From an optimization exercise on the open Yosys and OpenROAD flow, aimed at small area, a short achievable clock period and few clock cycles; shortcuts taken in it are not production practice. In this exercise RTL edits were held to simulation tests only and were not proved equivalent to the original. Power figures rest on the tool's default switching activity, not on a simulated workload.

==> flow/design.v <==
`timescale 1ns / 1ps
`default_nettype none
module centered_pixel_doubler (
  input  wire logic        clk,
  input  wire logic        rst_n,
  input  wire logic        in_push,
  output logic             in_full,
  input  wire logic [48:0] in_word,
  output logic             out_empty,
  input  wire logic        out_pop,
  output logic [56:0]      out_word,
  input  wire logic        cfg_we,
  input  wire logic [0:0]  cfg_index,
  input  wire logic [12:0] cfg_wdata
);
  logic [12:0] w_r, h_r;
  logic [12:0] wd_sat;
  assign wd_sat = (cfg_wdata[12] && (cfg_wdata[11:0] != 12'd0)) ? 13'd4096 : cfg_wdata;
  always_ff @(posedge clk) begin
    if (!rst_n) begin
      w_r <= 13'd512;
      h_r <= 13'd480;
    end else if (cfg_we) begin
      if (cfg_index == 1'b0) w_r <= wd_sat;
      else                   h_r <= wd_sat;
    end
  end
  logic               s_c;           
  logic               s_r;           
  logic        [13:0] dh, dw;        
  logic               neg_c;         
  logic        [11:0] a_c;           
  logic signed [13:0] oxs;           
  logic        [23:0] x0_c;          
  assign s_c = (w_r[12:9] != 4'd0) && (h_r >= 13'd480);
  always_comb begin
    dh    = {1'b0, h_r} - (s_c ? 14'd480 : 14'd240);
    dw    = {1'b0, w_r} - (s_c ? 14'd512 : 14'd256);
    neg_c = dh[13];
    a_c   = neg_c ? 12'(((s_c ? 14'd480 : 14'd240) - {1'b0, h_r}) >> 1) : 12'(dh >> 1);
    oxs   = ($signed(dw) + $signed({13'd0, dw[13]})) >>> 1;
    x0_c  = {{10{oxs[13]}}, oxs} ^ {24{neg_c}};
  end
  logic [8:0] rb0_r;    
  logic [8:0] q1_r;     
  logic [7:0] cl_r;     
  logic [12:0] lh, rowlim0;
  logic [12:0] rb0_c, rb1_c;
  logic [14:0] hp483, hp481, hp241;
  always_comb begin
    lh      = s_r ? {1'b0, h_r[12:1]} : h_r;
    if (lh > 13'd261) lh = 13'd261;
    hp483   = {2'b0, h_r} + 15'd483;
    hp481   = {2'b0, h_r} + 15'd481;
    hp241   = {2'b0, h_r} + 15'd241;
    rowlim0 = s_r ? 13'(hp483 >> 2) : 13'(hp241 >> 1);
    rb0_c   = (rowlim0 < lh) ? rowlim0 : lh;
    rb1_c   = (13'(hp481 >> 2) < lh) ? 13'(hp481 >> 2) : lh;
  end
  always_ff @(posedge clk) begin
    s_r   <= s_c;
    rb0_r <= rb0_c[8:0];
    if (s_r)                    q1_r <= rb1_c[8:0];
    else if (h_r < 13'd240)     q1_r <= 9'((14'd240 - {1'b0, h_r}) >> 1);
    else                        q1_r <= 9'd0;
    if (!s_r && w_r < 13'd256)  cl_r <= 8'((14'd256 - {1'b0, w_r}) >> 1);
    else                        cl_r <= 8'd0;
  end
  logic        busy_r;       
  logic        kseq_r;       
  logic        in_full_r;
  logic        p_valid_r;    
  logic [7:0]  p_c_r;
  logic [11:0] p_m_r;        
  logic [31:0] p_col_r;
  logic        p_r1_r;       
  logic [1:0]  k_r;          
  logic        done_r;       
  logic [23:0] acc_r;
  logic [23:0] k_reg_r;      
  logic        neg_r;
  logic        o_valid_r, o_empty_r, o_last_r, o_r1_r;
  logic [1:0]  o_ph_r;
  logic [23:0] o_idx_r;
  logic [31:0] o_col_r;
  logic [7:0]  in_c;
  logic [8:0]  in_r;
  logic        row0_ok, row1_ok, col_ok, nonempty, accept;
  assign in_c = in_word[48:41];
  assign in_r = in_word[40:32];
  always_comb begin
    row0_ok  = (in_r < rb0_r) && (s_r || !(in_r < q1_r));
    row1_ok  = (in_r < q1_r);
    col_ok   = s_r || (((w_r[12:8] != 5'd0) || (in_c < w_r[7:0])) && !(in_c < cl_r));
    nonempty = row0_ok && col_ok;
    accept   = in_push && !in_full_r;
  end
  logic        kmode;
  logic [13:0] wm;
  logic [23:0] wsh;
  logic [3:0]  digit;
  logic [23:0] ex, ey, r0, r1, r2, r3, sum;
  logic        cin, eng_act, eng_last;
  assign kmode = busy_r;
  always_comb begin
    wm = (s_r && !kmode) ? {w_r, 1'b0} : {1'b0, w_r};
    case (k_r)
      2'd0:    begin wsh = {10'd0, wm};       digit = p_m_r[3:0];  end
      2'd1:    begin wsh = {6'd0, wm, 4'd0};  digit = p_m_r[7:4];  end
      default: begin wsh = {2'd0, wm, 8'd0};  digit = p_m_r[11:8]; end
    endcase
    r0  = digit[0] ? wsh          : 24'd0;
    r1  = digit[1] ? (wsh << 1)   : 24'd0;
    r2  = digit[2] ? (wsh << 2)   : 24'd0;
    r3  = digit[3] ? (wsh << 3)   : 24'd0;
    ex  = (k_r == 2'd0) ? k_reg_r : acc_r;
    ey  = (k_r == 2'd0 && !kmode) ? (s_r ? {15'd0, p_c_r, 1'b0} : {16'd0, p_c_r}) : 24'd0;
    cin = (k_r == 2'd0) && neg_r;
    sum = ex + ey + r0 + r1 + r2 + r3 + {23'd0, cin};
    eng_act  = !done_r && (p_valid_r || (busy_r && kseq_r));
    eng_last = (k_r == 2'd2) || (k_r == 2'd1 && p_m_r[11:8] == 4'd0);
  end
  logic        pop, o_free, p2o, o_adv, kdone;
  logic [23:0] delta;
  always_comb begin
    pop    = out_pop && o_valid_r;
    o_free = !o_valid_r || (out_pop && o_last_r);
    p2o    = p_valid_r && done_r && o_free;
    o_adv  = pop && !o_last_r;
    case (o_ph_r)
      2'd0:    delta = 24'd1;
      2'd1:    delta = {11'd0, w_r};
      default: delta = 24'hFFFFFF;
    endcase
    kdone  = busy_r && kseq_r && done_r;
  end
  logic p_valid_nxt, busy_nxt;
  always_comb begin
    if (!in_full_r) p_valid_nxt = in_push && nonempty;
    else            p_valid_nxt = p_valid_r && !p2o;
    busy_nxt = cfg_we || (busy_r && !kdone);
  end
  always_ff @(posedge clk) begin
    if (!rst_n) begin
      busy_r    <= 1'b1;
      kseq_r    <= 1'b0;
      in_full_r <= 1'b1;
      p_valid_r <= 1'b0;
      o_valid_r <= 1'b0;
      o_empty_r <= 1'b1;
    end else begin
      busy_r    <= busy_nxt;
      kseq_r    <= busy_r && !cfg_we;
      in_full_r <= busy_nxt || p_valid_nxt;
      p_valid_r <= p_valid_nxt;
      if (p2o) begin
        o_valid_r <= 1'b1;
        o_empty_r <= 1'b0;
      end else if (pop && o_last_r) begin
        o_valid_r <= 1'b0;
        o_empty_r <= 1'b1;
      end
    end
  end
  always_ff @(posedge clk) begin
    if (!in_full_r) begin
      p_c_r   <= in_c;
      p_m_r   <= {3'd0, in_r};
      p_col_r <= in_word[31:0];
      p_r1_r  <= row1_ok;
    end else if (busy_r && !kseq_r) begin
      p_m_r   <= a_c;
    end
    if (!in_full_r || (busy_r && !kseq_r)) begin
      k_r    <= 2'd0;
      done_r <= 1'b0;
    end else if (eng_act) begin
      acc_r  <= sum;
      k_r    <= k_r + 2'd1;
      done_r <= eng_last;
    end
    if (busy_r && !kseq_r) begin
      k_reg_r <= x0_c;
      neg_r   <= neg_c;
    end else if (kdone) begin
      k_reg_r <= acc_r ^ {24{neg_r}};
    end
    if (p2o) begin
      o_idx_r  <= acc_r;
      o_col_r  <= p_col_r;
      o_ph_r   <= 2'd0;
      o_last_r <= !s_r;
      o_r1_r   <= p_r1_r;
    end else if (o_adv) begin
      o_idx_r  <= o_idx_r + delta;
      o_ph_r   <= o_ph_r + 2'd1;
      o_last_r <= (o_ph_r == 2'd0) ? !o_r1_r : (o_ph_r == 2'd2);
    end
  end
  assign in_full   = in_full_r;
  assign out_empty = o_empty_r;
  assign out_word  = {o_idx_r, o_col_r, o_last_r};
endmodule
`default_nettype wire
==> flow/run.sh <==
#!/bin/bash
# synth_recipe.tcl (not shown) runs the flow's synth.tcl, then flattens the netlist and writes it again
# the make line also repeats each setting of config.mk as NAME=value (left out here)
make -C /OpenROAD-flow-scripts/flow DESIGN_CONFIG=/design/flow/config.mk WORK_HOME=/design/flow/orfs CLKGATE_MAP_FILE= SYNTH_SCRIPT=/design/flow/synth_recipe.tcl finish
==> flow/config.mk <==
export PLATFORM = sky130hd
export DESIGN_NAME = centered_pixel_doubler
export DESIGN_NICKNAME = centered_pixel_doubler
export VERILOG_FILES = /design/flow/design.v
export SDC_FILE = /design/flow/constraint.sdc
export NUM_CORES = 4
export LEC_CHECK = 0
export CAP_MARGIN = 20
export CORE_MARGIN = 2
export CORE_UTILIZATION = 40
export SLEW_MARGIN = 20
==> flow/constraint.sdc <==
create_clock -name core_clock -period 6.0 [get_ports {clk}]
set_input_delay 1.2000 -clock core_clock [delete_from_list [all_inputs] [get_ports {clk}]]
set_output_delay 1.2000 -clock core_clock [all_outputs]
set_load 0.01 [all_outputs]
==> run summary <==
[logic make-up (layout without fill, tap and decap cells)]
logic type	count (synthesis)	count (layout)	synth area share, %
compound gates	417	417	15.9
fa+ha+maj	207	207	18.6
flops	224	224	35.8
xor+xnor	125	125	6.47
mux	48	48	3.04
simple gates	517	517	14.2
buf+inv	256	366	5.91
other cells	1	7	0.0222
[routing by layer]
metal,wire (um),vias up
li1,-,6471
met1,20600,6353
met2,21400,361
met3,2110,86
met4,1090,0
met5,0,-
[worst max path at each step]
stage / endpoint / start / cells past startpoint
6_report: acc_r[21] / k_r[1] / 20
3_3_place_gp: acc_r[22] / k_r[1] / 18
3_5_place_dp: acc_r[22] / k_r[1] / 18
2_1_floorplan: acc_r[23] / k_r[0] / 23
4_1_cts: acc_r[16] / busy_r / 20
5_1_grt: acc_r[23] / k_r[0] / 19
[cell type report]
type / instances / area, um^2 / area share [%]
clock buffers: 33 / 697 / 3.55
clock inverters: 13 / 141 / 0.721
multi-input cells: 1321 / 9930 / 50.6
inverters: 164 / 616 / 3.14
well taps: 539 / 674 / 3.44
flip-flops and latches: 224 / 6060 / 30.9
repair buffers: 156 / 1500 / 7.66
[synth_stat cells, types with 4 or more instances]
master	n	area share, %
a21oi_2	4	0.21
xnor2_1	87	4.5
and3_1	13	0.48
a211o_1	5	0.26
buf_2	10	0.30
nand3_1	38	1.1
xor2_1	38	2.0
o21a_1	9	0.40
nand2b_1	21	0.78
clkinv_1	4	0.089
a21boi_0	27	1.2
a211oi_1	14	0.62
nor3_1	21	0.62
inv_1	159	3.5
dfxtp_1	67	7.9
nor2b_1	18	0.67
o22ai_1	5	0.18
ha_1	133	9.8
edfxtp_1	157	28
nor2_1	156	3.5
and2_1	10	0.37
or3_1	6	0.22
mux2i_1	21	1.2
a21oi_1	107	3.2
a311oi_1	4	0.21
buf_1	11	0.24
o211ai_1	16	0.71
o31ai_1	10	0.44
nor4_1	7	0.26
nand3b_1	13	0.58
o2111ai_1	7	0.36
fa_1	74	8.8
nand2_1	174	3.9
a22oi_1	11	0.49
or2_2	11	0.41
a21o_1	33	1.5
a221oi_1	6	0.31
a31oi_1	17	0.63
a31o_1	6	0.31
nand4_1	17	0.63
o21ai_0	102	3.0
mux2_2	27	1.8
clkbuf_1	67	1.5
[critical path, cell delays in order, from the launching register on]
cell      delay (ns)
dfxtp_1         0.35
inv_1           0.09
ha_1            0.28
or2_2           0.37
and2_0          0.29
a22oi_1         0.28
buf_4           0.18
nor2_1          0.05
fa_1            0.50
fa_1            0.54
inv_1           0.05
fa_1            0.52
inv_1           0.04
ha_1            0.34
a21o_1          0.23
a211o_1         0.33
a311oi_1        0.28
a21oi_1         0.16
a21o_1          0.21
a21oi_1         0.18
xnor2_1         0.08
[state kept, by name (all words and copies together), names as in the netlist, 2 cells and up]
name	flops
rb0_r	9
q1_r	9
h_r	13
acc_r	24
o_col_r	32
p_c_r	8
w_r	13
k_reg_r	24
o_idx_r	24
k_r	2
p_m_r	12
p_col_r	32
cl_r	8
o_ph_r	2
[report_power, final]
group	leakage (nW)	internal [mW]	total [mW]	switching, mW
Combinational	5.44	0.673	1.62	0.951
Clock	0.407	0.908	1.57	0.660
Sequential	2.01	1.83	1.91	0.0756
Total	7.86	3.41	5.10	1.69
[placed cells by master, fill, tap and decap left out, drive strengths merged, types with 10 or more instances in the layout]
| cell type | instances |
|---|---|
| xnor2 | 87 |
| mux2 | 27 |
| inv | 161 |
| a21oi | 111 |
| nor3 | 22 |
| a31oi | 17 |
| clkdlybuf4s50 | 126 |
| clkbuf | 33 |
| dfxtp | 67 |
| fa | 74 |
| o21ai | 105 |
| nand3 | 38 |
| a22oi | 11 |
| a21boi | 28 |
| and3 | 13 |
| nand2 | 174 |
| nand4 | 17 |
| or2 | 11 |
| nor2b | 18 |
| ha | 133 |
| o31ai | 10 |
| buf | 30 |
| nand2b | 21 |
| a211oi | 14 |
| xor2 | 38 |
| clkinv | 13 |
| o211ai | 16 |
| and2 | 11 |
| a21o | 33 |
| nand3b | 13 |
| nor2 | 156 |
| mux2i | 21 |
| edfxtp | 157 |
[repair_timing]
| action | in CTS | in global routing |
|---|---|---|
| endpoints found under the hold margin | 0 | 0 |
| gates resized for setup | 0 | 9 |
| setup endpoints to repair | 0 | 5 |
| hold buffers | 0 | 0 |
| setup buffers | 0 | 0 |
==> impl_metrics.toml <==
[clock_tree]
htree_levels = 1
clock-sinks = 224
cts_tree = "done"
clockRootBuffer = "clkbuf_16"
cts_buffer_depth = 3
path_clk_slew_ns = 0.06
worstSkewPairLatency_ns = 0.57
cts_buffers = 26

[synth]
syn-cell-area_um2 = 16900
netlist_instances = 1795
yosysWarnings = 1
synth_cell_types = 80
ys_ff_latch = 224
synth-async-reset-ratio_pct = 0
yosysSeqAreaShare_pct = 35.8
ys_dominant_reg_cell = "edfxtp_1"
synth_edf_count = 157
avgSynthCellArea_um2 = 9.42

[global_route]
antenna_found_initial = 1
grt_pass1_wl_mm = 72.3
grt_pass1_vias = 13100
use_met3_pct = 2.29
grtUsageMet2_pct = 35.1
use_met1_pct = 28.2
top_usage_layer = "met2"
grt-ovfl-total = 0
grt_start_max_net_pins = 67
grt_usage_pct = 20.7

[cells_and_area]
syn_to_final_growth_pct = 16.1
final_nets = 2168
finalNonFillerCells = 2450
fin_area_um2 = 19600
final_layout_size_suffix_gt1_share_pct = 6.91
diodes = 0
fin_util_pct = 46.9
fillers = 3962

[floorplan]
io_pins = 127
fp.dieArea_um2 = 43900
core_area_um2 = 41900
placementRows = 75
start_util_pct = 40.4
dieHeight_um = 210
die_w_um = 210

[place]
dpl-instance-area_um2 = 18700
dp_slack_ns = 0.270
place.gp.congestion = 0.895
dp_hpwl_mm = 34.8
io_buffers = 126
place_inst = 2404

[timing]
hold_viol_final = 0
slew_headroom_pct = 30.0
setup_violations = 0
finClkSkew_ns = 0.0366
finalCritPeriodShare_pct = 93.4
rsz0062_at_grt = "no"
setup_tns_ns = 0
worstMarginPinSlew_ns = 1.05
fin_crit_ns = 5.60
drv_slew = 0
fmax_ghz = 0.178
holdWs_ns = 0.416
worst_slack_ns = 0.396

[worst_hold_path]
hp-class = "register to register"
worstHoldStart = "p_col_r[4]"
min_path_cells = 0
hold_path_end = "o_col_r[4]"

[route]
drt-wirelength-per-cell_um = 18.5
first_pass_iters = 5
viasPerCell = 5.42
antenna_left = 0
vias = 13300
finalWirelength_mm = 45.2
drtIter0Drc = 1197
drc = 0

[setup_path]
worst_ep_arrival_time_ns = 5.90
end_kind = "register"
rr_endpoint = "acc_r[21]"
path_class = "register to register"
rr_worst_depth = 20
crit_path_max_fanout = 8
cp.required_ns = 6.29
crit_path_start_kind = "register"
rrSetupSlack_ns = 0.40
r2r_start = "k_r[1]"

[run_status]
status = "complete, no violations"

[job]
drv_cap = 0

[pwr]
leakage_nw = 7.86
powerDensity_nw_per_um2 = 260
ir_drop_mv = 0.286
total_power_mw = 5.10
Testbench counts, summed over its fixed seeds: cycles 21,177.

what the ideal ports hide:
The flow's constraints put no driver on any port. The routed layout listed below was extracted and timed again, unchanged, in two steps. Step 1: set_driving_cell puts a clkbuf_16 on clk and a buf_2 on each other input, an assumption about the parent block. Step 2 adds t to the input delays and takes it off the output delays; t is the mean of the earliest and latest rising clock arrival at the registers after step 1. Input paths then give back, and output paths get back, about the clock's delay inside the block. Three values: ideal, step 1, step 2; two values: the first two.
shift t [ns]: 0.613
setup slack, ns: 0.396 / 0.396 / 0.396
hold slack, ns: 0.416 / 0.416 / 0.416
worst setup path at the end: register to register
slew at the worst register clock pin (ns): 0.07 / 0.07
After both steps setup and hold are still met in this run. For this run, drivers alone change the setup slack by 0.000 ns; drivers and shift together by 0.000 ns.
